This is an optimization exercise on Yosys and OpenROAD, whose aim is small area, not a production implementation.
RTL that was checked went through simulation tests only; none was proved equivalent to the original.
Only the layout flow was run in runs 3, 4 and 7; the RTL was not checked for function there.
Power figures rest on the tool's default switching activity, not on a simulated workload.

==> flow/design.v <==
`timescale 1ns/1ns
package dram_pkg;
  localparam int ADDR_WIDTH = 32;
  localparam int CH_WIDTH   = 5;    
  localparam int BK_WIDTH   = 4;    
  localparam int ROW_WIDTH  = 14;
  localparam int COL_WIDTH  = 5;
  localparam int COL_LSB   = 3;
  localparam int BK_LSB    = 8;
  localparam int ROW_LSB   = 12;
  localparam int CH_LSB    = 26;
  localparam int RANGE_BIT = 31;    
  localparam int CFR_IDX_LSB = 3;   
  localparam int CFR_NUM     = 4;
  typedef logic [ADDR_WIDTH-1:0]      host_addr_t;
  typedef logic [CH_WIDTH-1:0]        ch_addr_t;
  typedef logic [BK_WIDTH-1:0]        bk_addr_t;
  typedef logic [ROW_WIDTH-1:0]       row_addr_t;
  typedef logic [COL_WIDTH-1:0]       col_addr_t;
  typedef logic [$clog2(CFR_NUM)-1:0] cfr_idx_t;
endpackage
`timescale 1ns/1ns
package dma_pkt_pkg;
  localparam int DATA_WIDTH = 64;
  localparam int MASK_WIDTH = DATA_WIDTH / 8;   
  typedef logic [DATA_WIDTH-1:0] data_t;
  typedef logic [MASK_WIDTH-1:0] mask_t;        
  typedef enum logic {
    DRAM_RANGE = 1'b0,
    CFR_RANGE  = 1'b1
  } addr_range_t;
  typedef enum logic {
    WRITE = 1'b0,
    READ  = 1'b1
  } req_type_t;
  typedef enum logic [1:0] {
    DEST_WR   = 2'd0,   
    DEST_RD   = 2'd1,   
    DEST_DREG = 2'd2    
  } dest_t;
endpackage
`timescale 1ns/1ns
`timescale 1ns/1ns
`timescale 1ns/1ns
`timescale 1ns/1ns
module dma_pgen #(
  parameter int QUE_DEPTH = 8,
  parameter int QUE_PFULL = 5
) (
  input  logic                   clk,
  input  logic                   rst,
  input  logic                   in_valid,
  output logic                   in_ready,
  input  dram_pkg::host_addr_t   in_addr,
  input  dma_pkt_pkg::data_t     in_data,
  input  dma_pkt_pkg::mask_t     in_mask,
  input  logic                   in_isrd,
  output logic                   icnt_valid,
  input  logic                   icnt_rdy,
  output dma_pkt_pkg::req_type_t icnt_req_type,
  output dram_pkg::ch_addr_t     icnt_ch,
  output dram_pkg::bk_addr_t     icnt_bk,
  output dram_pkg::row_addr_t    icnt_row,
  output dram_pkg::col_addr_t    icnt_col,
  output dma_pkt_pkg::data_t     icnt_data,
  output dma_pkt_pkg::mask_t     icnt_mask,
  output logic                   orde_valid,
  input  logic                   orde_rdy,
  output dram_pkg::ch_addr_t     orde_ch,
  output dram_pkg::bk_addr_t     orde_bk,
  output dram_pkg::row_addr_t    orde_row,
  output dram_pkg::col_addr_t    orde_col,
  output logic                   dreg_valid,
  input  logic                   dreg_rdy,
  output dma_pkt_pkg::data_t     dreg_data
);
  localparam int NSLOT = 6;    
  localparam int EW    = 102;  
  logic       init_done;   
  logic       dec_valid;   
  logic       dec_mk;      
  logic [2:0] tk_ptr;      
  logic [2:0] rd_ptr;      
  logic       empty, pfull, take, exq_wr, load, pop;
  logic [2:0] tk_nx, rd_nx, wr_ptr;
  assign tk_nx  = {tk_ptr[1:0], ~tk_ptr[2]};
  assign rd_nx  = {rd_ptr[1:0], ~rd_ptr[2]};
  assign empty  = (tk_ptr == rd_ptr);
  assign pfull  = (tk_nx == rd_ptr);      
  assign take   = dec_valid && !pfull;
  assign exq_wr = take && dec_mk;
  assign wr_ptr = (dec_valid && dec_mk) ? tk_nx : tk_ptr;
  assign in_ready = init_done && (!dec_valid || !pfull);
  assign load     = in_valid && in_ready;
  always_ff @(posedge clk or posedge rst) begin
    if (rst) begin
      init_done <= 1'b0;
      dec_valid <= 1'b0;
      tk_ptr    <= '0;
      rd_ptr    <= '0;
    end else begin
      init_done <= 1'b1;
      if (load)        dec_valid <= 1'b1;
      else if (!pfull) dec_valid <= 1'b0;
      if (exq_wr) tk_ptr <= tk_nx;
      if (pop)    rd_ptr <= rd_nx;
    end
  end
  logic        in_cfr;
  logic [1:0]  in_idx;
  logic [63:0] cfr_reg [4];
  logic [63:0] cfr_d;
  assign in_cfr = in_addr[31];
  assign in_idx = in_addr[4:3];
  assign cfr_d  = rst ? '0 : in_data;
  always_ff @(posedge clk) begin
    for (int r = 0; r < 4; r++) begin
      for (int b = 0; b < 8; b++) begin
        if (rst || (load && in_cfr && !in_isrd && in_idx == r && in_mask[b])) begin
          cfr_reg[r][8*b +: 8] <= cfr_d[8*b +: 8];
        end
      end
    end
  end
  logic [EW-1:0]    slot [NSLOT];
  logic [EW-1:0]    ent_d;
  logic [NSLOT-1:0] wr_sel, rd_sel;
  assign ent_d = {in_cfr, in_isrd, in_addr[30:3],
                  (in_cfr && in_isrd) ? cfr_reg[in_idx] : in_data, in_mask};
  assign wr_sel = {wr_ptr[2] & ~wr_ptr[1], wr_ptr[1] & ~wr_ptr[0], wr_ptr[2] & wr_ptr[0],
                   ~wr_ptr[2] & wr_ptr[1], ~wr_ptr[1] & wr_ptr[0], ~wr_ptr[2] & ~wr_ptr[0]};
  assign rd_sel = {rd_ptr[2] & ~rd_ptr[1], rd_ptr[1] & ~rd_ptr[0], rd_ptr[2] & rd_ptr[0],
                   ~rd_ptr[2] & rd_ptr[1], ~rd_ptr[1] & rd_ptr[0], ~rd_ptr[2] & ~rd_ptr[0]};
  always_ff @(posedge clk) begin
    if (load) dec_mk <= !in_cfr || in_isrd;
    for (int k = 0; k < NSLOT; k++) begin
      if (load && wr_sel[k]) slot[k] <= ent_d;
    end
  end
  logic [EW-1:0] head;
  always_comb begin
    head = '0;
    for (int k = 0; k < NSLOT; k++) begin
      head = head | (slot[k] & {EW{rd_sel[k]}});
    end
  end
  logic h_cfr, h_rd;
  assign h_cfr = head[101];
  assign h_rd  = head[100];
  assign icnt_valid = !empty && !h_cfr && (!h_rd || orde_rdy);
  assign orde_valid = !empty && !h_cfr && h_rd && icnt_rdy;
  assign dreg_valid = !empty && h_cfr;
  assign pop        = !empty && (h_cfr ? dreg_rdy : (icnt_rdy && (!h_rd || orde_rdy)));
  assign icnt_req_type = dma_pkt_pkg::req_type_t'(h_rd);
  assign {icnt_ch, icnt_row, icnt_bk, icnt_col} = head[99:72];   
  assign {orde_ch, orde_row, orde_bk, orde_col} = head[99:72];
  assign icnt_data = head[71:8];
  assign dreg_data = head[71:8];
  assign icnt_mask = head[7:0];
endmodule
==> flow/flow/run.sh <==
#!/bin/bash
# Standard layout, with the smallest buffer on the ports and no CTS dummy loads.
set -euo pipefail
bash standard.sh \
  "BUFFER_PORTS_ARGS=-buffer_cell sky130_fd_sc_hd__buf_1" \
  "CTS_ARGS=-sink_clustering_enable -repair_clock_nets -dont_use_dummy_load -buf_list sky130_fd_sc_hd__clkbuf_16 -sink_clustering_size 24 -sink_clustering_max_diameter 80" \
  finish > standard.log 2>&1
==> flow/standard.sh <==
#!/bin/bash
# synth_recipe.tcl (not shown) runs the flow's synth.tcl, then flattens the netlist and writes it again
# the make line also repeats each setting of config.mk as NAME=value (left out here)
make -C /OpenROAD-flow-scripts/flow DESIGN_CONFIG=/design/flow/config.mk WORK_HOME=/design/flow/orfs CLKGATE_MAP_FILE= SYNTH_SCRIPT=/design/flow/synth_recipe.tcl "${@:-finish}"
==> flow/config.mk <==
export PLATFORM = sky130hd
export DESIGN_NAME = dma_pgen
export DESIGN_NICKNAME = dma_pgen
export VERILOG_FILES = /design/flow/design.v
export SDC_FILE = /design/flow/constraint.sdc
export NUM_CORES = 4
export LEC_CHECK = 0
export CAP_MARGIN = 20
export CORE_MARGIN = 2
export CORE_UTILIZATION = 40
export SLEW_MARGIN = 20
==> flow/constraint.sdc <==
create_clock -name core_clock -period 5.0 [get_ports {clk}]
set_input_delay 1.0000 -clock core_clock [delete_from_list [all_inputs] [get_ports {clk}]]
set_output_delay 1.0000 -clock core_clock [all_outputs]
set_load 0.01 [all_outputs]
==> impl_metrics.toml, run 1 <==
[status]
run_status = "no timing/DRC/antenna violations"

[timing]
min_period_ps = 4180
setup_viol = 0
post-route-period-util_pct = 83.7
worst_pin_slew_ps = 1090
rsz0062_at_grt = "no"
drv_slew = 0
max_freq_mhz = 239
finalSetupTns_ps = 0
slew_headroom_pct = 27.6
finClkSkew_ps = 42.9
whs_ps = 595
layout_setup_ws_ps = 817
hold_viol = 0

[routing]
drc = 0
vias = 17289
firstDrtPassIters = 5
routed_via_density = 5.60
wl_per_cell_um = 26.1
antenna_left = 0
routed_wl_um = 80400
first_iter_violations = 1352

[power]
ir_drop_uv = 310
power.total_mw = 18.8
p_leak_nw = 11.5
powerDensity_nw_per_um2 = 512

[clock_tree]
htree_levels = 2
cts_root_buf = "clkbuf_16"
cts-resized-gates = 0
cts_buffers = 47
hold_buffers = 0
clkTransAtPathRegs_ps = 90
clockBufferDepth = 3
clock_sinks = 877
cts_tree = "yes"
insertion_delay_ps = 600
post-cts-setup-buffers = 0

[synth]
syn_nets = 1923
synth-seq-cells = 877
netlist_top_cells_count = "edfxtp_1 (869), a22oi_1 (297), nand3_1 (126)"
synth_edf_count = 869
synthCells = 1812
async_flop_share_pct = 0.912
synth_area_leaders = "edfxtp_1 (77%), a22oi_1 (6.6%), mux4_2 (4.3%), mux2_2 (2.2%), buf_4 (2.1%)"
yosysMostFrequentCell = "edfxtp_1"
syn_area_um2 = 33700
ys_types = 46
post-synth-top-area-cell = "edfxtp_1"
ys_seq_area_share_pct = 78.0
ys.flop_type = "edfxtp_1"
synth_top_cell_area_share_pct = 77.4
avgSynthCellArea_um2 = 18.6
yosys_warnings = 3

[worst_setup_path]
cp-end-kind = "primary output"
path_max_fanout = 42
r2r_end = "slot[4][18]"
cp_slowest_cell = "and2b_4"
worstPathCellList = "and2b_4 -> buf_4 -> a22oi_1 -> nand3_1 -> buf_1"
worst_r2r_path_depth = 6
reg2reg_setup_slack_ps = 1940
arrival_ps = 3180
startpoint_type = "flip-flop"
worstReg2RegStart = "rd_ptr[0]"
crit_required_ps = 4000
cpPeakStageDelay_ps = 820
timing_worst_setup_path_type = "flip-flop to primary output"

[worst_hold_path]
min_from = "init_done"
hold_path_class = "flip-flop to flip-flop"
holdPathEnd = "dec_valid"
min_path_cells = 2

[place]
place_ws_ps = 1240
place_area_um2 = 35500
hpwl_um = 46400
post-place-cells = 3035
gp_congestion = 0.712
io_buffers = 304

[die]
core.rowCount = 106
core_um2 = 83600
num_io_pins = 308
die_h_um = 294
dieWidth_um = 294
initial_core_util_pct = 40.3
dieArea_um2 = 86600

[grt]
grt_max_degree = 81
grt_first_pass_wirelength_um = 115000
grt_pass1_vias = 17268
gr-total-overflow = 0
track_usage_pct = 18.2
antenna_found_initial = 9

[final_layout]
drive_gt1_share_pct = 12.4
fillers = 7246
final_nets = 2115
fin_area_um2 = 36700
final_util_pct = 43.9
area_growth_pct = 8.89
largest_register_ffs = 612
layout.cells.non_filler = 3086

[flow_run]
cap_violations = 0
## layer usage
metal / track usage [%] / up-vias / wire [um]
met5: 0 / - / 94
met4: 3.47 / 14 / 1160
met3: 3.03 / 88 / 4620
met2: 30.8 / 532 / 39400
met1: 25.1 / 9073 / 35100
li1: - / 7582 / -
## where the power goes
group	switching [mW]	internal, mW	total [mW]	leakage (nW)
registers	0.236	8.85	9.09	8.31
clock network	2.10	1.67	3.77	0.579
logic	4.18	1.75	5.93	2.61
## cells by family (layout without fill, tap and decap cells)
| group | count (synthesis) | count (layout) | share of synthesized area (%) |
|---|---|---|---|
| flip-flops | 877 | 877 | 78.0 |
| AO/OA/AOI/OAI | 322 | 322 | 7.33 |
| AND/OR/NAND/NOR | 269 | 269 | 4.21 |
| buffers and inverters | 204 | 394 | 3.68 |
| multiplexers | 133 | 133 | 6.57 |
| XOR/XNOR | 6 | 6 | 0.178 |
| other | 1 | 5 | 0.0111 |
## cell type report
| type | count | area, um2 | share of cell area, % |
|---|---|---|---|
| tap | 1080 | 1350 | 3.68 |
| multi-input combinational | 731 | 6270 | 17.1 |
| antenna | 4 | 10.0 | 0.0273 |
| clock buffer | 47 | 1180 | 3.21 |
| sequential | 877 | 26300 | 71.7 |
| inverter | 6 | 25.0 | 0.0682 |
| timing repair buffer | 341 | 1570 | 4.27 |
## critical path: cells and delay by family, from the launching register on
family / cells / cell delay (ps)
flip-flops: 1 / 710
AND/OR/NAND/NOR: 2 / 990
buffers and inverters: 2 / 670
AO/OA/AOI/OAI: 1 / 160
## worst max-delay path by stage
stage / start / end / slack (ps) / cells past startpoint
2_1_floorplan: in_valid / slot[3][0] / -1660 / 2
3_3_place_gp: in_addr[3] / cfr_reg[1][30] / 1260 / 6
3_5_place_dp: in_addr[3] / cfr_reg[1][30] / 1240 / 6
4_1_cts: rd_ptr[2] / icnt_data[11] / 750 / 5
5_1_grt: rd_ptr[2] / icnt_row[8] / 650 / 5
6_report: rd_ptr[2] / icnt_data[11] / 820 / 5
## layout by cell type (no fill, tap or decap), drive strengths merged, types with 6 or more instances in the layout
cell and count:
nor2 11, clkbuf 50, buf 338, nor2b 71
inv 6, mux4 64, nand3 127, edfxtp 869
dfrtp 8, a22oi 300, mux2 66, a221oi 8
nand2 48
==> run 2, diff against run 1 <==
==> flow/flow/run.sh (replaced) <==
#!/bin/bash
# Standard layout, with the smallest buffer on the ports and no CTS dummy loads.
set -euo pipefail
bash standard.sh \
  "BUFFER_PORTS_ARGS=-buffer_cell sky130_fd_sc_hd__buf_1" \
  "CTS_ARGS=-sink_clustering_enable -repair_clock_nets -dont_use_dummy_load -buf_list sky130_fd_sc_hd__clkbuf_16 -sink_clustering_size 30 -sink_clustering_max_diameter 90" \
  finish > standard.log 2>&1
==> run 2 against run 1 <==
  * Still clean on timing, DRC and antenna
  * Area after synthesis stayed put
  * Sequential power hardly changed
  * Count of clock-buffer cells in the layout is 9 lower
  * Hold slack worse by 8.0 ps
  * Sequential share of layout area is 0.44 points higher
  * Critical path depth stayed put
  * Combinational power hardly changed
  * Flip-flop and latch count stayed put
  * Wire length is 0.12% higher
==> impl_metrics.toml, run 2 <==
[worst_setup_path]
cp_slowest_cell = "and2b_4"
crit_required_ps = 4000
path_max_fanout = 42
crit_buf_inv = 2
r2r_end = "slot[4][18]"
startpoint_type = "flip-flop"
cpPeakStageDelay_ps = 830
cp-end-kind = "primary output"
reg2reg_setup_slack_ps = 1910
timing_worst_setup_path_type = "flip-flop to primary output"
worst_r2r_path_depth = 6
path_delay_family = "simple AND/OR/NAND/NOR gates"
worstReg2RegStart = "rd_ptr[0]"
arrival_ps = 3180
worstPathCellList = "and2b_4 -> buf_4 -> a22oi_1 -> nand3_1 -> buf_1"

[timing]
finalSetupTns_ps = 0
setup_viol = 0
max_freq_mhz = 239
finClkSkew_ps = 50.5
slew_headroom_pct = 22.5
worst_pin_slew_ps = 1160
rsz0062_at_grt = "no"
min_period_ps = 4180
drv_slew = 0
hold_viol = 0
post-route-period-util_pct = 83.6

[clock_tree]
hold_buffers = 0
post-cts-setup-buffers = 0
clkTransAtPathRegs_ps = 100
insertion_delay_ps = 600
clock_sinks = 877
clockBufferDepth = 3
cts_tree = "yes"
cts-resized-gates = 0
htree_levels = 2
cts_buffers = 38
cts_root_buf = "clkbuf_16"

[grt]
antenna_found_initial = 11
grt_pass1_vias = 17157
track_usage_pct = 18.2
grt_max_degree = 81
grt_first_pass_wirelength_um = 115000
gr-total-overflow = 0

[final_layout]
mostFrequentLayoutCells = "edfxtp_1 (869), buf_1 (301), a22oi_1 (297)"
layout_commonest_cell = "edfxtp_1"
largest_register_ffs = 612
final_nets = 2106
area_growth_pct = 8.22
drive_gt1_share_pct = 12.0
final_util_pct = 43.6
fillers = 7261

[routing]
drc = 0
wl_per_cell_um = 26.2
antenna_left = 0
vias = 17263
routed_wl_um = 80500
firstDrtPassIters = 5
routed_via_density = 5.61
first_iter_violations = 1460

[synth]
avgSynthCellArea_um2 = 18.6
synth_top_family_by_area = "compound AO/OA/AOI/OAI gates"
ys.flop_type = "edfxtp_1"
synth_top_cell_area_share_pct = 77.4
synth_edf_count = 869
synthMuxAreaShare_pct = 6.57
async_flop_share_pct = 0.912
syn_area_um2 = 33700
netlist_top_cells_count = "edfxtp_1 (869), a22oi_1 (297), nand3_1 (126)"
synth_area_leaders = "edfxtp_1 (77%), a22oi_1 (6.6%), mux4_2 (4.3%), mux2_2 (2.2%), buf_4 (2.1%)"
synth-seq-cells = 877
synth-adder-area-share_pct = 0
syn_nets = 1923
post-synth-top-area-cell = "edfxtp_1"
synthCells = 1812
ys_seq_area_share_pct = 78.0
synth_compound_area_share_pct = 7.33
ys_types = 46
yosys.area_share.xor_xnor_pct = 0.178
yosysMostFrequentCell = "edfxtp_1"
yosys.area_share.simple_pct = 4.21
yosys_warnings = 3

[power]
power.share.clock_pct = 18.5
ir_drop_uv = 308
cell_internal_pwr_mw = 12.0
powerDensity_nw_per_um2 = 506
p_seq_share_pct = 49.3
power_switching_mw = 6.48
swShare_pct = 35.1
power_frac_comb_pct = 32.2
p_leak_nw = 11.4

[place]
io_buffers = 304
gp_congestion = 0.712
hpwl_um = 46400

[die]
die_h_um = 294
initial_core_util_pct = 40.3
dieWidth_um = 294
core_um2 = 83600
num_io_pins = 308
dieArea_um2 = 86600
core.rowCount = 106

[worst_hold_path]
min_from = "init_done"
holdPathEnd = "dec_valid"
min_path_cells = 2
hold_path_class = "flip-flop to flip-flop"

[status]
run_status = "no timing/DRC/antenna violations"

[flow_run]
cap_violations = 0
==> run 2: cell counts after synthesis <==
Identical to the previous run, type by type.
==> run 2: worst max path at each step <==
stage,start,to,cells past startpoint
after floorplan,in_valid,slot[3][0],2
after global placement,in_addr[3],cfr_reg[1][30],6
after detailed placement,in_addr[3],cfr_reg[1][30],6
after CTS,rd_ptr[2],icnt_data[11],5
after global routing,rd_ptr[2],icnt_row[8],5
final,rd_ptr[2],icnt_data[11],5
==> run 2: stage by stage <==
| stage | hold WS, ps | total power, mW | instances | setup slack, ps | area, um2 |
|---|---|---|---|---|---|
| floorplan | 527 | 13.6 | 1812 | -1660 | 33700 |
| finish | 587 | 18.5 | 3077 | 822 | 36500 |
| global placement | 559 | 15.2 | 3035 | 1260 | 35500 |
| CTS | 592 | 18.7 | 3073 | 763 | 36500 |
| detailed placement | 581 | 15.3 | 3035 | 1240 | 35500 |
| global route | 646 | 19.4 | 3076 | 655 | 36500 |
==> run 2: logic make-up (layout without fill, tap and decap cells) <==
| kind of cell | count (synthesis) | count (layout) |
|---|---|---|
| DFF | 877 | 877 |
| muxes | 133 | 133 |
| AOI/OAI and AO/OA | 322 | 322 |
| xor gates and xnor gates | 6 | 6 |
| other | 1 | 5 |
| buffers and inverters | 204 | 385 |
| and+or+nand+nor | 269 | 269 |
==> run 2: tightest hold or removal path, stage by stage (launching register included) <==
cell and delay [ps]:
dfrtp_1 410, nand2_1 70, nand2_1 70
==> run 2: layout make-up <==
| cell class | instances | area [um2] | area share [%] |
|---|---|---|---|
| Tap cell | 1080 | 1350 | 3.71 |
| Inverter | 6 | 25.0 | 0.0686 |
| Antenna cell | 4 | 10.0 | 0.0274 |
| Multi-Input combinational cell | 731 | 6270 | 17.2 |
| Sequential cell | 877 | 26300 | 72.1 |
| Clock buffer | 38 | 951 | 2.61 |
| Timing Repair Buffer | 341 | 1570 | 4.30 |
==> run 2: power groups by stage <==
stage | logic, mW | clock network, mW | registers, mW
floorplan | 4.35 | 0 | 9.23
global placement | 6.00 | 0 | 9.22
detailed placement | 6.03 | 0 | 9.26
CTS | 6.05 | 3.53 | 9.09
global route | 6.45 | 3.79 | 9.14
finish | 5.94 | 3.42 | 9.09
==> run 2: routing by layer <==
layer | track usage (%) | up-vias | share of wire, %
li1 | - | 7542 | -
met1 | 25.2 | 9072 | 43
met2 | 30.7 | 565 | 49
met3 | 3.05 | 70 | 6.2
met4 | 3.60 | 14 | 1.4
met5 | 0 | - | 0.11
==> run 3, diff against run 2 <==
--- a/flow/design.v
+++ b/flow/design.v
@@ -127,4 +127,11 @@
   logic [NSLOT-1:0] wr_sel, rd_sel;
-  assign ent_d = {in_cfr, in_isrd, in_addr[30:3],
-                  (in_cfr && in_isrd) ? cfr_reg[in_idx] : in_data, in_mask};
+  logic        cfr_rd;
+  logic [63:0] ent_data;
+  assign cfr_rd   = in_cfr && in_isrd;
+  assign ent_data = (in_data    & {64{!cfr_rd}}) |
+                    (cfr_reg[0] & {64{cfr_rd && in_idx == 2'd0}}) |
+                    (cfr_reg[1] & {64{cfr_rd && in_idx == 2'd1}}) |
+                    (cfr_reg[2] & {64{cfr_rd && in_idx == 2'd2}}) |
+                    (cfr_reg[3] & {64{cfr_rd && in_idx == 2'd3}});
+  assign ent_d = {in_cfr, in_isrd, in_addr[30:3], ent_data, in_mask};
   assign wr_sel = {wr_ptr[2] & ~wr_ptr[1], wr_ptr[1] & ~wr_ptr[0], wr_ptr[2] & wr_ptr[0],
--- a/flow/config.mk
+++ b/flow/config.mk
@@ -7,2 +7,3 @@
 export LEC_CHECK = 0
+export ABC_AREA = 1
 export CAP_MARGIN = 20
==> run 3 against run 2 <==
  * Clock skew rose by 34 ps
  * Sequential power barely moved
  * Highest routed layer unchanged
  * Largest power group unchanged
  * Still clean
  * Count of clock-buffer cells in the layout fell by 1
  * Combinational power fell by 2%
==> impl_metrics.toml, run 3 <==
[status]
run_status = "no timing/DRC/antenna violations"

[clock_tree]
cts_buffers = 37
htree_levels = 2
clkTransAtPathRegs_ps = 110
cts_tree = "yes"
clockBufferDepth = 3
clock_sinks = 877
cts_root_buf = "clkbuf_16"
insertion_delay_ps = 620
hold_buffers = 0
post-cts-setup-buffers = 0
cts-resized-gates = 0

[grt]
track_usage_pct = 19.3
grt_first_pass_wirelength_um = 123000
grt_max_degree = 81
grt_pass1_vias = 18902
gr-total-overflow = 0
antenna_found_initial = 15

[timing]
worst_pin_slew_ps = 983
post-route-period-util_pct = 81.0
setup_viol = 0
min_period_ps = 4050
finClkSkew_ps = 84.6
slew_headroom_pct = 34.5
finalSetupTns_ps = 0
rsz0062_at_grt = "no"
layout_setup_ws_ps = 951
hold_viol = 0
drv_slew = 0
max_freq_mhz = 247
whs_ps = 577

[die]
initial_core_util_pct = 40.4
dieArea_um2 = 86700
num_io_pins = 308
core.rowCount = 106
die_h_um = 294
dieWidth_um = 294
core_um2 = 83600

[synth]
yosys_warnings = 3
ys_types = 29
ys_seq_area_share_pct = 77.9
synth_edf_count = 869
async_flop_share_pct = 0.912
yosysMostFrequentCell = "edfxtp_1"
synth-seq-cells = 877
post-synth-top-area-cell = "edfxtp_1"
synth_top_cell_area_share_pct = 77.3
ys.flop_type = "edfxtp_1"
synth_area_leaders = "edfxtp_1 (77%), nand2_1 (6.9%), nand3_1 (2.4%), buf_4 (2.1%), nand4_1 (2.0%)"
syn_nets = 2487
avgSynthCellArea_um2 = 14.2
syn_area_um2 = 33700
netlist_top_cells_count = "edfxtp_1 (869), nand2_1 (621), nand3_1 (165)"
synthCells = 2376

[worst_setup_path]
cp-end-kind = "primary output"
startpoint_type = "flip-flop"
path_max_fanout = 26
reg2reg_setup_slack_ps = 2270
worst_r2r_path_depth = 6
worstReg2RegStart = "tk_ptr[1]"
crit_required_ps = 4000
timing_worst_setup_path_type = "flip-flop to primary output"
r2r_end = "slot[3][92]"
arrival_ps = 3050

[power]
powerDensity_nw_per_um2 = 499
p_seq_share_pct = 49.6
power_frac_comb_pct = 31.8
p_leak_nw = 12.2
swShare_pct = 35.6
cell_internal_pwr_mw = 11.8
power_switching_mw = 6.51
power.share.clock_pct = 18.6
power.total_mw = 18.3
ir_drop_uv = 319

[routing]
vias = 19787
first_iter_violations = 1658
firstDrtPassIters = 5
wl_per_cell_um = 23.5
drc = 0
routed_via_density = 5.44
routed_wl_um = 85500
antenna_left = 0

[place]
place_area_um2 = 35700
io_buffers = 304
hpwl_um = 49900
place_ws_ps = 1350
post-place-cells = 3594
gp_congestion = 0.763

[worst_hold_path]
min_path_cells = 2
holdPathEnd = "tk_ptr[1]"
hold_path_class = "flip-flop to flip-flop"
min_from = "tk_ptr[1]"

[final_layout]
final_nets = 2665
drive_gt1_share_pct = 4.47
mostFrequentLayoutCells = "edfxtp_1 (869), nand2_1 (620), buf_1 (303)"
largest_register_ffs = 612
layout_commonest_cell = "edfxtp_1"
final_util_pct = 43.8
layout.cells.non_filler = 3636
area_growth_pct = 8.51
fin_area_um2 = 36600

[flow_run]
cap_violations = 0
-- run 3: cell types whose count changed in the layout (fill, tap and decap cells not counted), moves of 43 or more --
cell,change
nand2_1,+574
a22oi_1,-233
nand4_1,+108
inv_1,+80
nor2b_1,-68
mux2_2,-66
mux4_2,-64
nor2_1,+64
a22o_1,+44
a221oi_1,+43
-- run 3: final cells by class --
| cell class | instances | area [um2] |
|---|---|---|
| fill | 7327 | 46900 |
| antenna | 4 | 10.0 |
| multi-input combinational | 1199 | 6010 |
| tap | 1080 | 1350 |
| inverter | 91 | 354 |
| clock buffer | 37 | 926 |
| sequential | 877 | 26300 |
| timing repair buffer | 348 | 1670 |
-- run 3: how the worst max path moves through the flow --
stage	depth (start not counted)	end	from
final	6	icnt_data[37]	rd_ptr[2]
after global routing	6	icnt_data[55]	rd_ptr[2]
after CTS	6	dreg_data[29]	rd_ptr[2]
after detailed placement	6	slot[4][21]	in_addr[31]
after global placement	6	slot[3][21]	in_isrd
after floorplan	2	slot[1][0]	in_valid
-- run 3: logic make-up after synthesis --
| kind of cell | count (synthesis) | synth area share (%) |
|---|---|---|
| AOI/OAI and AO/OA | 216 | 4.91 |
| buffers and inverters | 300 | 4.60 |
| DFF | 877 | 77.9 |
| other | 1 | 0.0111 |
| and+or+nand+nor | 979 | 12.5 |
| xor gates and xnor gates | 3 | 0.0779 |
-- run 3: worst max-delay path, cell delays in order (launching register included) --
cell	delay (ps)
dfrtp_1	640
inv_4	100
nor2_4	730
buf_4	500
nand2_1	100
nand4_1	170
buf_1	190
-- run 3: power groups by stage --
stage	registers, mW	clock network (mW)	logic [mW]
2_1_floorplan	9.21	0	4.14
3_3_place_gp	9.20	0	5.85
3_5_place_dp	9.23	0	5.90
4_1_cts	9.06	3.49	5.92
5_1_grt	9.11	3.71	6.36
6_report	9.06	3.40	5.80
-- run 3: metal layers --
| metal | part of all wire (%) | routed length (um) | vias to the layer above | GRT usage, % |
|---|---|---|---|---|
| met5 | 0.19 | 163 | - | 0 |
| met4 | 1.6 | 1360 | 24 | 3.67 |
| met3 | 6.9 | 5860 | 107 | 3.37 |
| met2 | 49 | 41700 | 687 | 32.5 |
| met1 | 43 | 36300 | 10044 | 26.4 |
| li1 | - | - | 8925 | - |
==> run 4, diff against run 3 <==
--- a/flow/config.mk
+++ b/flow/config.mk
@@ -10,3 +10,3 @@
 export CORE_MARGIN = 2
-export CORE_UTILIZATION = 40
+export CORE_UTILIZATION = 60
 export SLEW_MARGIN = 20
==> run 4 against run 3 <==
  * Still clean
  * Wire length is 9.0% lower
  * Final area is 1.4% lower
  * Non-clock buffer count is 8 lower
  * Sequential share of layout area is 1.0 points higher
  * Clock power hardly changed
  * Combinational power is 3.6% lower
  * Clock skew is 44 ps lower
  * Critical path depth is 1 higher
  * Critical path type unchanged
==> impl_metrics.toml, run 4 <==
[timing]
post-route-period-util_pct = 79.6
slew_headroom_pct = 33.4
worst_pin_slew_ps = 999
finalSetupTns_ps = 0
rsz0062_at_grt = "no"
setup_viol = 0
hold_viol = 0
finClkSkew_ps = 40.2
max_freq_mhz = 251
whs_ps = 584
drv_slew = 0
layout_setup_ws_ps = 1020
min_period_ps = 3980

[worst_setup_path]
timing_worst_setup_path_type = "flip-flop to primary output"
cp-end-kind = "primary output"
path_max_fanout = 33
worstReg2RegStart = "tk_ptr[1]"
cp-startpoint = "rd_ptr[0]"
crit_required_ps = 4000
startpoint_type = "flip-flop"
arrival_ps = 2980

[place]
place_ws_ps = 1540
io_buffers = 304
hpwl_um = 43800
gp_congestion = 0.765
place_area_um2 = 35200

[final_layout]
mostFrequentLayoutCells = "edfxtp_1 (869), nand2_1 (620), buf_1 (303)"
fin_area_um2 = 36100
drive_gt1_share_pct = 4.13
final_nets = 2657
area_growth_pct = 7.00
fillers = 4077
layout_commonest_cell = "edfxtp_1"
largest_register_ffs = 612

[routing]
routed_wl_um = 77800
routed_via_density = 5.92
wl_per_cell_um = 23.6
vias = 19527
first_iter_violations = 1751
firstDrtPassIters = 5
drc = 0
antenna_left = 0

[synth]
avgSynthCellArea_um2 = 14.2
ys_types = 29
yosys_warnings = 3
synthCells = 2376
synth-seq-cells = 877
syn_area_um2 = 33700
yosysMostFrequentCell = "edfxtp_1"
post-synth-top-area-cell = "edfxtp_1"
synth_edf_count = 869
ys_seq_area_share_pct = 77.9
syn_nets = 2487
ys.flop_type = "edfxtp_1"
synth_top_cell_area_share_pct = 77.3
async_flop_share_pct = 0.912
synth_area_leaders = "edfxtp_1 (77%), nand2_1 (6.9%), nand3_1 (2.4%), buf_4 (2.1%), nand4_1 (2.0%)"
netlist_top_cells_count = "edfxtp_1 (869), nand2_1 (621), nand3_1 (165)"

[clock_tree]
insertion_delay_ps = 590
cts_root_buf = "clkbuf_16"
clock_sinks = 877
post-cts-setup-buffers = 0
cts_tree = "yes"
hold_buffers = 0
htree_levels = 2
clkTransAtPathRegs_ps = 80
clockBufferDepth = 3
cts-resized-gates = 0
cts_buffers = 37

[flow_run]
cap_violations = 0

[die]
dieArea_um2 = 58200
num_io_pins = 308
initial_core_util_pct = 61.0
dieWidth_um = 241
core.rowCount = 86
die_h_um = 241
core_um2 = 55300

[power]
p_leak_nw = 12.2
ir_drop_uv = 371
powerDensity_nw_per_um2 = 499
power.total_mw = 18.0

[grt]
grt_max_degree = 94
grt_pass1_vias = 18401
track_usage_pct = 26.7
gr-total-overflow = 0
antenna_found_initial = 10
grt_first_pass_wirelength_um = 114000

[status]
run_status = "no timing/DRC/antenna violations"

[worst_hold_path]
hold_path_class = "flip-flop to flip-flop"
min_from = "tk_ptr[1]"
-- run 4: cell types whose count changed in the layout (fill, tap and decap cells not counted) --
cell      previous run  this run
buf_4               27        23
clkinv_1             0         1
buf_12              15        13
inv_2                3         2
buf_8                1         0
buf_6                1         0
-- run 4: final timing paths --
kind,cells past startpoint,slack (ps),end
worst max register to register,5,1830,slot[3][26]
min in group asynchronous,3,740,tk_ptr[0]
worst min-delay path,2,580,tk_ptr[1]
worst min register to register,2,580,tk_ptr[1]
max in group asynchronous,3,3900,rd_ptr[1]
worst max-delay path,7,1020,icnt_data[25]
-- run 4: per-stage QoR --
stage	instances	util [%]
2_1_floorplan	2376	-
3_3_place_gp	3255	63.6
3_5_place_dp	3255	63.6
4_1_cts	3292	65.3
5_1_grt	3293	65.3
6_report	3296	65.3
-- run 4: per-layer routing --
| layer | part of all wire [%] | global-route usage, % | wire [um] |
|---|---|---|---|
| met1 | 42 | 37.9 | 32800 |
| met2 | 49 | 44.5 | 37900 |
| met3 | 7.4 | 4.20 | 5750 |
| met4 | 1.5 | 5.57 | 1170 |
| met5 | 0.12 | 0 | 91 |
-- run 4: layout make-up --
type / count / area (um2) / share of cell area, %
inverters: 91 / 354 / 0.981
multi-input cells: 1199 / 6010 / 16.6
well taps: 748 / 936 / 2.59
diodes: 4 / 10.0 / 0.0277
repair buffers: 340 / 1580 / 4.36
flip-flops and latches: 877 / 26300 / 72.8
clock buffers: 37 / 926 / 2.56
-- run 4: worst max-delay path, cell delays in order, from the launching register on --
cell and delay [ps]:
dfrtp_1 590, inv_4 90, nor2_4 670, buf_12 330, a22o_1 160, a21oi_1 50, nand4_1 290, buf_1 190
-- run 4: cell families after synthesis --
logic type      share of synthesized area, %
compound gates                          4.91
xor+xnor                              0.0779
buf+inv                                 4.60
flops                                   77.9
other cells                           0.0111
simple gates                            12.5
-- run 4: power by group --
part | internal (mW) | leakage [nW] | switching [mW] | total [mW]
logic | 1.55 | 3.40 | 4.04 | 5.59
clock network | 1.34 | 0.456 | 2.03 | 3.37
registers | 8.86 | 8.32 | 0.200 | 9.06
==> run 5, diff against run 4 <==
--- a/flow/design.v
+++ b/flow/design.v
@@ -114,3 +114,5 @@
   assign in_idx = in_addr[4:3];
-  assign cfr_d  = rst ? '0 : in_data;
+  logic        cfr_rd;
+  assign cfr_rd = in_cfr && in_isrd;
+  assign cfr_d  = in_data & {64{!(rst || cfr_rd)}};
   always_ff @(posedge clk) begin
@@ -127,6 +129,4 @@
   logic [NSLOT-1:0] wr_sel, rd_sel;
-  logic        cfr_rd;
   logic [63:0] ent_data;
-  assign cfr_rd   = in_cfr && in_isrd;
-  assign ent_data = (in_data    & {64{!cfr_rd}}) |
+  assign ent_data = cfr_d |
                     (cfr_reg[0] & {64{cfr_rd && in_idx == 2'd0}}) |
--- a/flow/config.mk
+++ b/flow/config.mk
@@ -7,6 +7,5 @@
 export LEC_CHECK = 0
-export ABC_AREA = 1
 export CAP_MARGIN = 20
 export CORE_MARGIN = 2
-export CORE_UTILIZATION = 60
+export CORE_UTILIZATION = 55
 export SLEW_MARGIN = 20
==> run 5 against run 4 <==
  * Worst setup slack lost 290 ps
  * Area after synthesis shrank 3.2%
  * Combinational power grew 3%
  * Wire length shrank 1.8%
  * Non-clock buffer count is the same
  * Final area shrank 2.5%
  * First-iteration DRC count shrank 9.6%
==> impl_metrics.toml, run 5 <==
[die]
initial_core_util_pct = 55.5
core_um2 = 58900
core.rowCount = 89
dieArea_um2 = 61400
die_h_um = 248
num_io_pins = 308
dieWidth_um = 248

[grt]
antenna_found_initial = 2
grt_first_pass_wirelength_um = 111000
grt_max_degree = 79
gr-total-overflow = 0
track_usage_pct = 24.8
grt_pass1_vias = 16846

[place]
hpwl_um = 42600
gp_congestion = 0.738
io_buffers = 304
post-place-cells = 2774
place_ws_ps = 1330
place_area_um2 = 34300

[final_layout]
fillers = 4389
mostFrequentLayoutCells = "edfxtp_1 (869), a22oi_1 (356), buf_1 (303)"
final_nets = 2151
largest_register_ffs = 612
layout.cells.non_filler = 2813
drive_gt1_share_pct = 4.81
fin_area_um2 = 35200
layout_commonest_cell = "edfxtp_1"
area_growth_pct = 7.71

[timing]
min_period_ps = 4270
max_freq_mhz = 234
hold_viol = 0
whs_ps = 596
rsz0062_at_grt = "no"
layout_setup_ws_ps = 730
finClkSkew_ps = 51.5
slew_headroom_pct = 34.3
setup_viol = 0
worst_pin_slew_ps = 983
drv_slew = 0
post-route-period-util_pct = 85.4

[routing]
vias = 17530
routed_via_density = 6.23
firstDrtPassIters = 5
antenna_left = 0
wl_per_cell_um = 27.1
routed_wl_um = 76300
drc = 0
first_iter_violations = 1583

[clock_tree]
insertion_delay_ps = 610
cts_root_buf = "clkbuf_16"
cts_buffers = 37
clkTransAtPathRegs_ps = 120
cts_tree = "yes"
htree_levels = 2
clock_sinks = 877
hold_buffers = 0
post-cts-setup-buffers = 0
clockBufferDepth = 3
cts-resized-gates = 0

[synth]
synthCells = 1855
yosys.area_share.xor_xnor_pct = 0.161
synth_compound_area_share_pct = 11.4
synth_area_leaders = "edfxtp_1 (80%), a22oi_1 (8.2%), buf_4 (2.2%), a221oi_1 (2.0%), nand3_1 (1.5%)"
synth_top_cell_area_share_pct = 79.9
yosysMostFrequentCell = "edfxtp_1"
syn_nets = 1966
netlist_top_cells_count = "edfxtp_1 (869), a22oi_1 (356), nand3_1 (100)"
ys_seq_area_share_pct = 80.5
synth_edf_count = 869
post-synth-top-area-cell = "edfxtp_1"
synth_top_family_by_area = "compound AO/OA/AOI/OAI gates"
ys.flop_type = "edfxtp_1"
synth-seq-cells = 877
syn_area_um2 = 32700
synthMuxAreaShare_pct = 0.126
async_flop_share_pct = 0.912
avgSynthCellArea_um2 = 17.6
synth-adder-area-share_pct = 0
yosys.area_share.simple_pct = 4.40
ys_types = 35
yosys_warnings = 3

[worst_setup_path]
worst_r2r_path_depth = 5
worstPathCellList = "clkinv_1 -> nor2_4 -> buf_4 -> a22oi_1 -> nand3_1 -> buf_1"
crit_required_ps = 4000
path_max_fanout = 36
cp-startpoint = "rd_ptr[0]"
cpPeakStageDelay_ps = 840
timing_worst_setup_path_type = "flip-flop to primary output"
startpoint_type = "flip-flop"
cp_slowest_cell = "dfrtp_1"
worstReg2RegStart = "rd_ptr[1]"
reg2reg_setup_slack_ps = 1650
arrival_ps = 3270
cp-end-kind = "primary output"

[status]
run_status = "no timing/DRC/antenna violations"

[power]
power.total_mw = 18.3
ir_drop_uv = 430
p_leak_nw = 11.4
powerDensity_nw_per_um2 = 520

[flow_run]
cap_violations = 0

[worst_hold_path]
hold_path_class = "flip-flop to flip-flop"
min_path_cells = 2
min_from = "dec_valid"
==> run 5: worst paths after layout <==
check                                      end
worst max-delay path              icnt_mask[7]
worst min-delay path                 dec_valid
worst max register to register  cfr_reg[0][44]
worst min register to register       dec_valid
max in group asynchronous            dec_valid
min in group asynchronous            rd_ptr[1]
==> run 5: final cells by class <==
type / count / area, um2 / area share, %
Sequential cell: 877 / 26300 / 74.7
Multi-Input combinational cell: 776 / 5390 / 15.3
Timing Repair Buffer: 340 / 1590 / 4.51
Tap cell: 773 / 967 / 2.75
Clock buffer: 37 / 926 / 2.63
Inverter: 8 / 30.0 / 0.0853
Antenna cell: 2 / 5.00 / 0.0142
==> run 5: where the power goes <==
| part | switching, mW | leakage [nW] | internal [mW] |
|---|---|---|---|
| Clock | 2.07 | 0.456 | 1.34 |
| Sequential | 0.243 | 8.39 | 8.86 |
| Combinational | 4.15 | 2.53 | 1.63 |
==> run 5: routing by layer <==
layer / track usage (%) / share of wire (%) / up-vias
li1: - / - / 7758
met1: 36.9 / 44 / 9087
met2: 39.0 / 47 / 584
met3: 3.62 / 6.5 / 99
met4: 6.48 / 2.2 / 2
met5: 0 / 0.017 / -
==> run 5: cell families after synthesis <==
| group | after synthesis |
|---|---|
| xor+xnor | 6 |
| simple gates | 280 |
| buf+inv | 202 |
| mux | 4 |
| flops | 877 |
| other cells | 1 |
| compound gates | 485 |
==> run 5: critical path: cells and delay by family (launching register included) <==
family	cells	cell delay, ps
DFF	1	840
buffers and inverters	3	1330
AOI/OAI and AO/OA	1	120
and+or+nand+nor	2	370
==> run 5: per-stage QoR <==
stage | TNS [ps] | util, %
after floorplan | -909830 | -
after global placement | 0 | 58.2
after detailed placement | 0 | 58.2
after CTS | 0 | 59.7
after global routing | 0 | 59.7
final | 0 | 59.8
==> run 6, diff against run 5 <==
--- a/flow/config.mk
+++ b/flow/config.mk
@@ -9,3 +9,3 @@
 export CORE_MARGIN = 2
-export CORE_UTILIZATION = 55
+export CORE_UTILIZATION = 40
 export SLEW_MARGIN = 20
==> run 6 against run 5 <==
  * Non-clock buffer count up 14
  * Clock skew up 27 ps
  * Clock power down 1%
  * Critical path depth unchanged
  * Hold slack better by 17 ps
  * Core utilization down 16 points
  * Area after synthesis unchanged
  * Worst setup slack better by 45 ps
  * Global-route usage down 6.3 points
  * Die area up 37%
  * First-iteration DRC count down 0.51%
  * Fmax up 1.1%
  * Still clean on timing, DRC and antenna
==> impl_metrics.toml, run 6 <==
[synth]
synth-seq-cells = 877
synth_top_cell_area_share_pct = 79.9
yosysMostFrequentCell = "edfxtp_1"
synth_edf_count = 869
yosys_warnings = 3
ys.flop_type = "edfxtp_1"
netlist_top_cells_count = "edfxtp_1 (869), a22oi_1 (356), nand3_1 (100)"
post-synth-top-area-cell = "edfxtp_1"
syn_area_um2 = 32700
synthCells = 1855
ys_seq_area_share_pct = 80.5
synth_area_leaders = "edfxtp_1 (80%), a22oi_1 (8.2%), buf_4 (2.2%), a221oi_1 (2.0%), nand3_1 (1.5%)"
avgSynthCellArea_um2 = 17.6
ys_types = 35
async_flop_share_pct = 0.912
syn_nets = 1966

[die]
num_io_pins = 308
dieWidth_um = 290
die_h_um = 290
core.rowCount = 104
core_um2 = 80700
initial_core_util_pct = 40.5
dieArea_um2 = 84000

[timing]
finClkSkew_ps = 78.1
worst_pin_slew_ps = 1100
max_freq_mhz = 237
layout_setup_ws_ps = 774
post-route-period-util_pct = 84.5
slew_headroom_pct = 26.4
min_period_ps = 4230
rsz0062_at_grt = "no"
hold_viol = 0
finalSetupTns_ps = 0
drv_slew = 0
setup_viol = 0

[worst_hold_path]
hold_path_class = "flip-flop to flip-flop"

[power]
swShare_pct = 35.5
power.share.clock_pct = 18.3
p_seq_share_pct = 49.6
cell_internal_pwr_mw = 11.8
powerDensity_nw_per_um2 = 515
power.total_mw = 18.3
ir_drop_uv = 274
p_leak_nw = 11.4
power_frac_comb_pct = 32.2
power_switching_mw = 6.52

[flow_run]
cap_violations = 0

[clock_tree]
cts_tree = "yes"
insertion_delay_ps = 610
hold_buffers = 0
clock_sinks = 877
htree_levels = 2
post-cts-setup-buffers = 0
cts-resized-gates = 0
cts_buffers = 37
cts_root_buf = "clkbuf_16"
clkTransAtPathRegs_ps = 100
clockBufferDepth = 3

[place]
place_area_um2 = 34700
place_ws_ps = 1420
gp_congestion = 0.733
io_buffers = 304
hpwl_um = 45900

[worst_setup_path]
cp-end-kind = "primary output"
worstPathCellList = "clkinv_1 -> nor2_4 -> buf_12 -> a22oi_1 -> nand3_1 -> buf_1"
path_max_fanout = 53
startpoint_type = "flip-flop"
path_delay_family = "buffers and inverters"
cp_slowest_cell = "dfrtp_1"
crit_required_ps = 4000
crit_buf_inv = 3
arrival_ps = 3230
reg2reg_setup_slack_ps = 1690
cpPeakStageDelay_ps = 770
timing_worst_setup_path_type = "flip-flop to primary output"

[final_layout]
drive_gt1_share_pct = 5.46
fin_area_um2 = 35600
final_nets = 2165
largest_register_ffs = 612
area_growth_pct = 8.97
mostFrequentLayoutCells = "edfxtp_1 (869), a22oi_1 (356), buf_1 (303)"
final_util_pct = 44.1
layout_commonest_cell = "edfxtp_1"

[grt]
gr-total-overflow = 0
grt_pass1_vias = 17320
grt_first_pass_wirelength_um = 116000
track_usage_pct = 18.5
antenna_found_initial = 4
grt_max_degree = 59

[routing]
firstDrtPassIters = 5
vias = 17535
routed_wl_um = 79900
wl_per_cell_um = 25.7
drc = 0
routed_via_density = 5.63
antenna_left = 0
first_iter_violations = 1575

[status]
run_status = "no timing/DRC/antenna violations"
[run 6: cell families (layout without fill, tap and decap cells)]
kind of cell	after synthesis	after routing	share of synthesized area, %
DFF	877	877	80.5
xor gates and xnor gates	6	6	0.161
buffers and inverters	202	399	3.48
muxes	4	4	0.126
other	1	2	0.0115
and+or+nand+nor	280	280	4.40
AOI/OAI and AO/OA	485	485	11.4
[run 6: power by group through the flow]
stage                     Sequential [mW]  Combinational [mW]  Clock [mW]
after floorplan                      9.26                4.12           0
after global placement               9.23                5.97           0
after detailed placement             9.26                5.99           0
after CTS                            9.09                6.01        3.45
after global routing                 9.15                6.36        3.67
final                                9.09                5.90        3.36
[run 6: stage by stage]
step                      hold slack [ps]  cells
after floorplan                       502   1855
after global placement                591   3075
after detailed placement              596   3075
after CTS                             610   3112
after global routing                  639   3113
final                                 613   3113
[run 6: area by class of cell]
class,instances,area (um2)
sequential,877,26300
inverter,8,30.0
antenna,1,2.50
timing repair buffer,354,1640
multi-input combinational,776,5390
clock buffer,37,926
tap,1060,1330
fill,7033,45100
[run 6: path summary, 6_finish.rpt]
check | startpoint | to | cells past startpoint
setup / recovery | rd_ptr[0] | icnt_data[32] | 6
hold / removal | tk_ptr[1] | tk_ptr[2] | 1
setup reg to reg | rd_ptr[2] | cfr_reg[0][55] | 5
hold reg to reg | tk_ptr[1] | tk_ptr[2] | 1
max in group asynchronous | rst | dec_valid | 3
min in group asynchronous | rst | rd_ptr[1] | 3
[run 6: routing by layer]
layer / up-vias / global-route usage, % / wire (um)
met5: - / 0 / 21
met4: 4 / 3.24 / 1150
met3: 69 / 3.16 / 5000
met2: 595 / 30.6 / 38500
met1: 9086 / 26.2 / 35200
li1: 7781 / - / -
[run 6: worst register-to-register path, stage by stage (launching register included)]
cell and delay, ps:
dfrtp_1 840, xor2_1 320, o41ai_4 220, or2_4 370, nor3_4 740, a21o_1 480
==> run 7, diff against run 6 <==
--- a/flow/design.v
+++ b/flow/design.v
@@ -111,8 +111,8 @@
   logic [63:0] cfr_reg [4];
-  logic [63:0] cfr_d;
   assign in_cfr = in_addr[31];
   assign in_idx = in_addr[4:3];
-  logic        cfr_rd;
+  logic        cfr_rd, keep_n;
+  logic [63:0] ent_data;      
   assign cfr_rd = in_cfr && in_isrd;
-  assign cfr_d  = in_data & {64{!(rst || cfr_rd)}};
+  assign keep_n = !(rst || cfr_rd);
   always_ff @(posedge clk) begin
@@ -121,3 +121,3 @@
         if (rst || (load && in_cfr && !in_isrd && in_idx == r && in_mask[b])) begin
-          cfr_reg[r][8*b +: 8] <= cfr_d[8*b +: 8];
+          cfr_reg[r][8*b +: 8] <= ent_data[8*b +: 8];
         end
@@ -129,8 +129,11 @@
   logic [NSLOT-1:0] wr_sel, rd_sel;
-  logic [63:0] ent_data;
-  assign ent_data = cfr_d |
-                    (cfr_reg[0] & {64{cfr_rd && in_idx == 2'd0}}) |
-                    (cfr_reg[1] & {64{cfr_rd && in_idx == 2'd1}}) |
-                    (cfr_reg[2] & {64{cfr_rd && in_idx == 2'd2}}) |
-                    (cfr_reg[3] & {64{cfr_rd && in_idx == 2'd3}});
+  logic [3:0]  cfr_sel;
+  assign cfr_sel = {4{cfr_rd && !rst}} & {in_idx == 2'd3, in_idx == 2'd2, in_idx == 2'd1, in_idx == 2'd0};
+  for (genvar i = 0; i < 64; i++) begin : g_ent
+    logic t0, t1;
+    aoi222 u_t0 (.a1(cfr_reg[0][i]), .a2(cfr_sel[0]), .b1(cfr_reg[1][i]), .b2(cfr_sel[1]),
+                 .c1(cfr_reg[2][i]), .c2(cfr_sel[2]), .y(t0));
+    aoi22  u_t1 (.a1(cfr_reg[3][i]), .a2(cfr_sel[3]), .b1(in_data[i]), .b2(keep_n), .y(t1));
+    assign ent_data[i] = !(t0 && t1);
+  end
   assign ent_d = {in_cfr, in_isrd, in_addr[30:3], ent_data, in_mask};
@@ -147,7 +150,9 @@
   logic [EW-1:0] head;
-  always_comb begin
-    head = '0;
-    for (int k = 0; k < NSLOT; k++) begin
-      head = head | (slot[k] & {EW{rd_sel[k]}});
-    end
+  for (genvar i = 0; i < EW; i++) begin : g_head
+    logic t0, t1;
+    aoi222 u_t0 (.a1(slot[0][i]), .a2(rd_sel[0]), .b1(slot[1][i]), .b2(rd_sel[1]),
+                 .c1(slot[2][i]), .c2(rd_sel[2]), .y(t0));
+    aoi222 u_t1 (.a1(slot[3][i]), .a2(rd_sel[3]), .b1(slot[4][i]), .b2(rd_sel[4]),
+                 .c1(slot[5][i]), .c2(rd_sel[5]), .y(t1));
+    assign head[i] = !(t0 && t1);
   end
@@ -167 +172,13 @@
 endmodule
+module aoi222 (
+  input  logic a1, a2, b1, b2, c1, c2,
+  output logic y
+);
+  assign y = !((a1 && a2) || (b1 && b2) || (c1 && c2));
+endmodule
+module aoi22 (
+  input  logic a1, a2, b1, b2,
+  output logic y
+);
+  assign y = !((a1 && a2) || (b1 && b2));
+endmodule
--- a/flow/config.mk
+++ b/flow/config.mk
@@ -11 +11,3 @@
 export SLEW_MARGIN = 20
+export SYNTH_HIERARCHICAL = 1
+export SYNTH_MINIMUM_KEEP_SIZE = 0
==> run 7 against run 6 <==
  * Hold slack lost 54 ps
  * Area after synthesis shrank 2.2%
  * Combinational power fell by 0.8%
  * First-iteration DRC count grew 55%
  * Sequential share of layout area increased by 0.63 points
  * Core utilization grew 0.56 points
  * Non-clock buffer count increased by 1
  * Global-route usage rose by 0.70 points
  * Largest power group unchanged
==> impl_metrics.toml, run 7 <==
[synth]
syn_nets = 1708
ys.flop_type = "edfxtp_1"
synth_edf_count = 869
ys_seq_area_share_pct = 82.3
synth-seq-cells = 877
netlist_top_cells_count = "edfxtp_1 (869), a222oi_1 (268), nand2_1 (180)"
post-synth-top-area-cell = "edfxtp_1"
avgSynthCellArea_um2 = 20.0
yosys_warnings = 11
syn_area_um2 = 31900
ys_types = 40
synth_top_cell_area_share_pct = 81.7
synth_area_leaders = "edfxtp_1 (82%), a222oi_1 (8.4%), a22oi_2 (2.5%), buf_4 (2.2%), nand2_1 (2.1%)"
async_flop_share_pct = 0.912
yosysMostFrequentCell = "edfxtp_1"
synthCells = 1597

[grt]
track_usage_pct = 19.2
antenna_found_initial = 11
gr-total-overflow = 0
grt_pass1_vias = 17321
grt_max_degree = 65
grt_first_pass_wirelength_um = 116000

[die]
core.rowCount = 103
dieArea_um2 = 82100
dieWidth_um = 287
initial_core_util_pct = 40.4
die_h_um = 287
num_io_pins = 308
core_um2 = 79000

[worst_setup_path]
path_max_fanout = 40
cp-end-kind = "primary output"
worstPathCellList = "nor2_4 -> buf_4 -> a222oi_1 -> nand2_1 -> buf_1"
startpoint_type = "flip-flop"
path_delay_family = "buffers and inverters"
cp_slowest_cell = "buf_4"
cpPeakStageDelay_ps = 630
crit_required_ps = 4000
arrival_ps = 3020
crit_buf_inv = 2
timing_worst_setup_path_type = "flip-flop to primary output"

[final_layout]
largest_register_ffs = 612
final_nets = 1995
mostFrequentLayoutCells = "edfxtp_1 (869), buf_1 (303), a222oi_1 (268)"
layout_commonest_cell = "edfxtp_1"
final_util_pct = 44.7
area_growth_pct = 10.5
drive_gt1_share_pct = 9.56

[power]
p_leak_nw = 11.2
power_switching_mw = 6.41
power.total_mw = 18.3
power_frac_comb_pct = 31.9
powerDensity_nw_per_um2 = 519
ir_drop_uv = 343
p_seq_share_pct = 49.8
power.share.clock_pct = 18.3
swShare_pct = 35.0
cell_internal_pwr_mw = 11.9

[timing]
min_period_ps = 4020
rsz0062_at_grt = "no"
hold_viol = 0
worst_pin_slew_ps = 1090
max_freq_mhz = 249
slew_headroom_pct = 27.0
finClkSkew_ps = 46.7
post-route-period-util_pct = 80.3
finalSetupTns_ps = 0
setup_viol = 0
drv_slew = 0

[routing]
routed_via_density = 5.91
routed_wl_um = 80900
antenna_left = 0
wl_per_cell_um = 27.6
firstDrtPassIters = 13
first_iter_violations = 2447
vias = 17328
drc = 0

[clock_tree]
cts-resized-gates = 0
htree_levels = 2
clockBufferDepth = 3
insertion_delay_ps = 600
cts_root_buf = "clkbuf_16"
clock_sinks = 877
cts_buffers = 37
hold_buffers = 0
post-cts-setup-buffers = 0
cts_tree = "yes"
clkTransAtPathRegs_ps = 110

[status]
run_status = "no timing/DRC/antenna violations"

[flow_run]
cap_violations = 0

[worst_hold_path]
hold_path_class = "flip-flop to flip-flop"

[place]
gp_congestion = 0.695
hpwl_um = 43700
io_buffers = 304
==> run 7: cell types whose count changed in the layout (fill, tap and decap cells not counted), moves of 5 or more <==
cell,previous run,this run
a31o_1,0,16
a221oi_1,74,0
a222oi_1,0,268
a22oi_1,356,1
buf_12,10,18
nand2_1,71,180
buf_4,40,33
o21ai_0,10,16
nand3_1,100,5
a22oi_2,0,64
nor2b_1,6,1
a21o_1,32,0
and2_1,68,2
==> run 7: cell type report <==
class,instances,area (um2)
Timing Repair Buffer,355,1750
Antenna cell,1,2.50
Tap cell,1050,1310
Multi-Input combinational cell,609,5010
Inverter,4,15.0
Clock buffer,37,926
Fill cell,6750,43700
Sequential cell,877,26300
==> run 7: path summary, 6_finish.rpt <==
check                      startpoint            to  slack (ps)  cells past startpoint
setup / recovery            rd_ptr[2]  icnt_data[9]         980                      5
hold / removal              init_done     dec_valid         560                      2
setup reg to reg            rd_ptr[1]   slot[2][38]        1860                      5
hold reg to reg             init_done     dec_valid         560                      2
max in group asynchronous         rst     tk_ptr[1]        3080                      2
min in group asynchronous         rst     rd_ptr[2]        1300                      2
==> run 7: Yosys stat by module (local to each module, per instance) <==
module	cell area [um2]	copies in the design	flip-flops and latches	cells
dma_pgen	28500	1	877	1265
aoi22	12.5	64	0	1
aoi222	10.0	268	0	1
==> run 7: metal layers <==
layer	share of wire (%)	global-route usage (%)	vias up
met5	0.14	0	-
met4	1.3	3.04	18
met3	8.4	3.43	84
met2	49	32.2	794
met1	41	26.8	8965
li1	-	-	7467
==> run 7: power by group through the flow <==
stage          logic (mW)  registers [mW]  clock network [mW]
6_report             5.85            9.13                3.36
5_1_grt              6.32            9.19                3.70
4_1_cts              5.95            9.13                3.46
3_5_place_dp         5.93            9.30                   0
3_3_place_gp         5.91            9.26                   0
2_1_floorplan        4.06            9.27                   0
==> run 7: cells by family after synthesis <==
| group | share of synthesized area (%) |
|---|---|
| AO/OA/AOI/OAI | 11.8 |
| XOR/XNOR | 0.270 |
| buffers and inverters | 2.48 |
| flip-flops | 82.3 |
| multiplexers | 0.172 |
| other | 0.0117 |
| AND/OR/NAND/NOR | 2.95 |
==> run 7: tightest hold or removal path, stage by stage (launching register included) <==
cell	delay (ps)
dfrtp_1	380
nand2_1	80
nand2_1	70
==> run 7: metrics by stage <==
stage / setup slack (ps) / cell area [um2] / hold slack, ps / instances
3_3_place_gp: 1310 / 34400 / 525 / 2895
5_1_grt: 870 / 35300 / 622 / 2932
2_1_floorplan: -1740 / 32000 / 491 / 1597
3_5_place_dp: 1160 / 34400 / 533 / 2895
6_report: 984 / 35300 / 559 / 2933
4_1_cts: 940 / 35300 / 556 / 2932
==> run 8, diff against run 7 <==
--- a/flow/design.v
+++ b/flow/design.v
@@ -132,7 +132,7 @@
   for (genvar i = 0; i < 64; i++) begin : g_ent
-    logic t0, t1;
+    logic t0;
     aoi222 u_t0 (.a1(cfr_reg[0][i]), .a2(cfr_sel[0]), .b1(cfr_reg[1][i]), .b2(cfr_sel[1]),
                  .c1(cfr_reg[2][i]), .c2(cfr_sel[2]), .y(t0));
-    aoi22  u_t1 (.a1(cfr_reg[3][i]), .a2(cfr_sel[3]), .b1(in_data[i]), .b2(keep_n), .y(t1));
-    assign ent_data[i] = !(t0 && t1);
+    ao221n u_t1 (.a1(cfr_reg[3][i]), .a2(cfr_sel[3]), .b1(in_data[i]), .b2(keep_n), .cn(t0),
+                 .y(ent_data[i]));
   end
@@ -178,7 +178,7 @@
 endmodule
-module aoi22 (
-  input  logic a1, a2, b1, b2,
+module ao221n (
+  input  logic a1, a2, b1, b2, cn,
   output logic y
 );
-  assign y = !((a1 && a2) || (b1 && b2));
+  assign y = (a1 && a2) || (b1 && b2) || !cn;
 endmodule
--- a/flow/config.mk
+++ b/flow/config.mk
@@ -7,6 +7,6 @@
 export LEC_CHECK = 0
-export CAP_MARGIN = 20
+export CAP_MARGIN = 5
 export CORE_MARGIN = 2
 export CORE_UTILIZATION = 40
-export SLEW_MARGIN = 20
+export SLEW_MARGIN = 5
 export SYNTH_HIERARCHICAL = 1
==> run 8 against run 7 <==
  * Still clean on timing, DRC and antenna
  * Worst setup slack gained 23 ps
  * Global-route usage shrank 0.080 points
  * Clock power is essentially flat
  * Power shrank 0.71%
  * Critical path type unchanged
  * Critical endpoint is now dreg_data[29]
  * Largest cell class unchanged
  * Largest power group unchanged
==> impl_metrics.toml, run 8 <==
[final_layout]
layout_commonest_cell = "edfxtp_1"
fin_area_um2 = 34900
multiInputGateArea_um2 = 4690
drive_gt1_share_pct = 6.41
mostFrequentLayoutCells = "edfxtp_1 (869), buf_1 (303), a222oi_1 (268)"
layout.cells.non_filler = 2941
largest_register_ffs = 612
area_growth_pct = 10.3
ff_latch_area_um2 = 26300
fillers = 6800
final_nets = 2000

[worst_setup_path]
cp_slowest_cell = "nor2b_4"
reg2reg_setup_slack_ps = 1940
startpoint_type = "flip-flop"
r2r_end = "slot[4][45]"
crit_buf_inv = 2
path_max_fanout = 23
worstPathCellList = "nor2b_4 -> buf_4 -> a222oi_1 -> nand2_1 -> buf_1"
timing_worst_setup_path_type = "flip-flop to primary output"
crit_required_ps = 4000
cpPeakStageDelay_ps = 730
cp-end-kind = "primary output"
arrival_ps = 2990
worstReg2RegStart = "rd_ptr[1]"
path_delay_family = "simple AND/OR/NAND/NOR gates"
cp-startpoint = "rd_ptr[2]"
worst_r2r_path_depth = 5

[power]
power.share.clock_pct = 18.5
swShare_pct = 34.7
power_frac_comb_pct = 31.4
p_seq_share_pct = 50.1
powerDensity_nw_per_um2 = 522
power_switching_mw = 6.32
p_leak_nw = 11.2
ir_drop_uv = 369
cell_internal_pwr_mw = 11.9

[grt]
track_usage_pct = 19.1
grt_pass1_vias = 17217
grt_max_degree = 57
antenna_found_initial = 7
gr-total-overflow = 0
grt_first_pass_wirelength_um = 115000

[synth]
synth-seq-cells = 877
yosys.area_share.simple_pct = 2.98
synthCells = 1597
synth-adder-area-share_pct = 0
post-synth-top-area-cell = "edfxtp_1"
syn_nets = 1708
avgSynthCellArea_um2 = 19.8
ys_seq_area_share_pct = 83.1
yosysMostFrequentCell = "edfxtp_1"
ys.flop_type = "edfxtp_1"
yosys.area_share.xor_xnor_pct = 0.273
ys_types = 39
netlist_top_cells_count = "edfxtp_1 (869), a222oi_1 (268), nand2_1 (180)"
synth_edf_count = 869
synth_compound_area_share_pct = 10.9
synth_top_family_by_area = "compound AO/OA/AOI/OAI gates"
yosys_warnings = 11
synth_area_leaders = "edfxtp_1 (83%), a222oi_1 (8.5%), buf_4 (2.2%), nand2_1 (2.1%), a22oi_1 (1.5%)"
syn_area_um2 = 31600
synth_top_cell_area_share_pct = 82.5
async_flop_share_pct = 0.912
synthMuxAreaShare_pct = 0.174

[clock_tree]
insertion_delay_ps = 580
hold_buffers = 0
cts_tree = "yes"
clock_sinks = 877
htree_levels = 2
cts-resized-gates = 0
clockBufferDepth = 3
clkTransAtPathRegs_ps = 110
cts_root_buf = "clkbuf_16"
cts_buffers = 37
post-cts-setup-buffers = 0

[worst_hold_path]
hold_path_class = "flip-flop to flip-flop"
holdPathEnd = "dec_valid"
min_path_cells = 2
min_from = "init_done"

[timing]
min_period_ps = 3990
post-route-period-util_pct = 79.9
slew_headroom_pct = 23.7
hold_viol = 0
rsz0062_at_grt = "no"
worst_pin_slew_ps = 1140
layout_setup_ws_ps = 1010
whs_ps = 572
setup_viol = 0
finClkSkew_ps = 32.2
max_freq_mhz = 250
drv_slew = 0

[routing]
drc = 0
routed_via_density = 5.86
routed_wl_um = 79900
firstDrtPassIters = 10
first_iter_violations = 2390
wl_per_cell_um = 27.2
vias = 17231
antenna_left = 0

[place]
io_buffers = 304
post-place-cells = 2900
place_ws_ps = 1510
gp_congestion = 0.695
place_area_um2 = 34000
hpwl_um = 43300

[die]
initial_core_util_pct = 40.2
core_um2 = 78600
die_h_um = 285
dieArea_um2 = 81300
num_io_pins = 308
core.rowCount = 103
dieWidth_um = 285

[status]
run_status = "no timing/DRC/antenna violations"

[flow_run]
cap_violations = 0
==> run 8: changes by cell type in the layout (fill, tap and decap cells not counted), sizes merged <==
cell / change
diode: +3
buf: +5
==> run 8: metal layers <==
layer / global-route usage [%] / part of all wire, % / vias to the layer above
li1: - / - / 7468
met1: 25.6 / 41 / 8992
met2: 33.5 / 50 / 685
met3: 2.33 / 6.5 / 80
met4: 4.24 / 1.9 / 6
met5: 0 / 0.051 / -
==> run 8: worst register-to-register path, delay by kind of cell, from the launching register on <==
family                    cells  cell delay (ps)
AOI/OAI and AO/OA             1              310
xor gates and xnor gates      1              140
buffers and inverters         1              890
DFF                           1              670
and+or+nand+nor               2              630
==> run 8: kinds of logic (layout without fill, tap and decap cells) <==
kind of cell,after synthesis,count (layout)
simple gates,221,221
buf+inv,111,401
other cells,1,5
flops,877,877
compound gates,376,376
xor+xnor,6,6
mux,5,5
==> run 8: area by class of cell <==
type                    instances  share of cell area, %
inverters                       4                 0.0430
diodes                          4                 0.0287
well taps                    1050                   3.76
flip-flops and latches        877                   75.4
repair buffers                360                   4.73
multi-input cells             609                   13.4
clock buffers                  37                   2.65
==> run 8: modules after synthesis (local to each module, per instance) <==
| module | copies in the design | cell area, um2 |
|---|---|---|
| dma_pgen | 1 | 28200 |
| ao221n | 64 | 11.3 |
| aoi222 | 268 | 10.0 |
==> run 8: power by group through the flow <==
stage          clock, mW  sequential [mW]  combinational, mW
6_report            3.36             9.13               5.72
5_1_grt             3.72             9.19               6.18
4_1_cts             3.48             9.13               5.81
3_5_place_dp           0             9.30               5.80
3_3_place_gp           0             9.26               5.79
2_1_floorplan          0             9.27               4.05
==> run 8: how the worst max path moves through the flow <==
stage,end,depth (start not counted),slack (ps)
2_1_floorplan,slot[2][0],2,-1740
3_3_place_gp,slot[3][46],7,1610
3_5_place_dp,slot[2][42],7,1510
4_1_cts,dreg_data[29],5,940
5_1_grt,dreg_data[29],5,890
6_report,dreg_data[29],5,1010
==> run 8: stage by stage <==
stage / TNS, ps / util [%] / power [mW]
after floorplan: -852400 / - / 13.3
after global placement: 0 / 43.2 / 15.0
after detailed placement: 0 / 43.2 / 15.1
after CTS: 0 / 44.4 / 18.4
after global routing: 0 / 44.4 / 19.1
final: 0 / 44.4 / 18.2

==> separate check: timing with driven ports <==
The results above use ideal ports. As a check the final layouts listed here were re-extracted and re-timed, cells and wires unchanged.
Step 1: set_driving_cell puts a clkbuf_16 on clk and a buf_2 on each other input, an assumption about the parent block.
Step 2 adds t to the input delays and takes it off the output delays; t is the mean of the earliest and latest rising clock arrival at the registers after step 1. Input paths then give back, and output paths get back, about the clock's delay inside the block.
Slacks: ideal ports / drivers / drivers and shift; pairs: ideal ports / drivers.
run	t, ns	setup WS [ns]	worst setup path after step 2	cell pins on the clock port's net
run 1	0.643	0.817 / 0.754 / 1.264	input to register	1
run 2	0.631	0.822 / 0.759 / 1.315	input to register	1
run 3	0.650	0.951 / 0.883 / 1.279	input to register	1
run 4	0.635	1.021 / 0.959 / 1.505	input to register	1
run 5	0.637	0.730 / 0.667 / 1.305	register to output	1
run 6	0.635	0.774 / 0.710 / 1.345	register to output	1
run 7	0.635	0.984 / 0.922 / 1.044	input to register	1
run 8	0.635	1.007 / 0.943 / 1.493	input to register	1
After both steps every run listed still meets setup and hold.
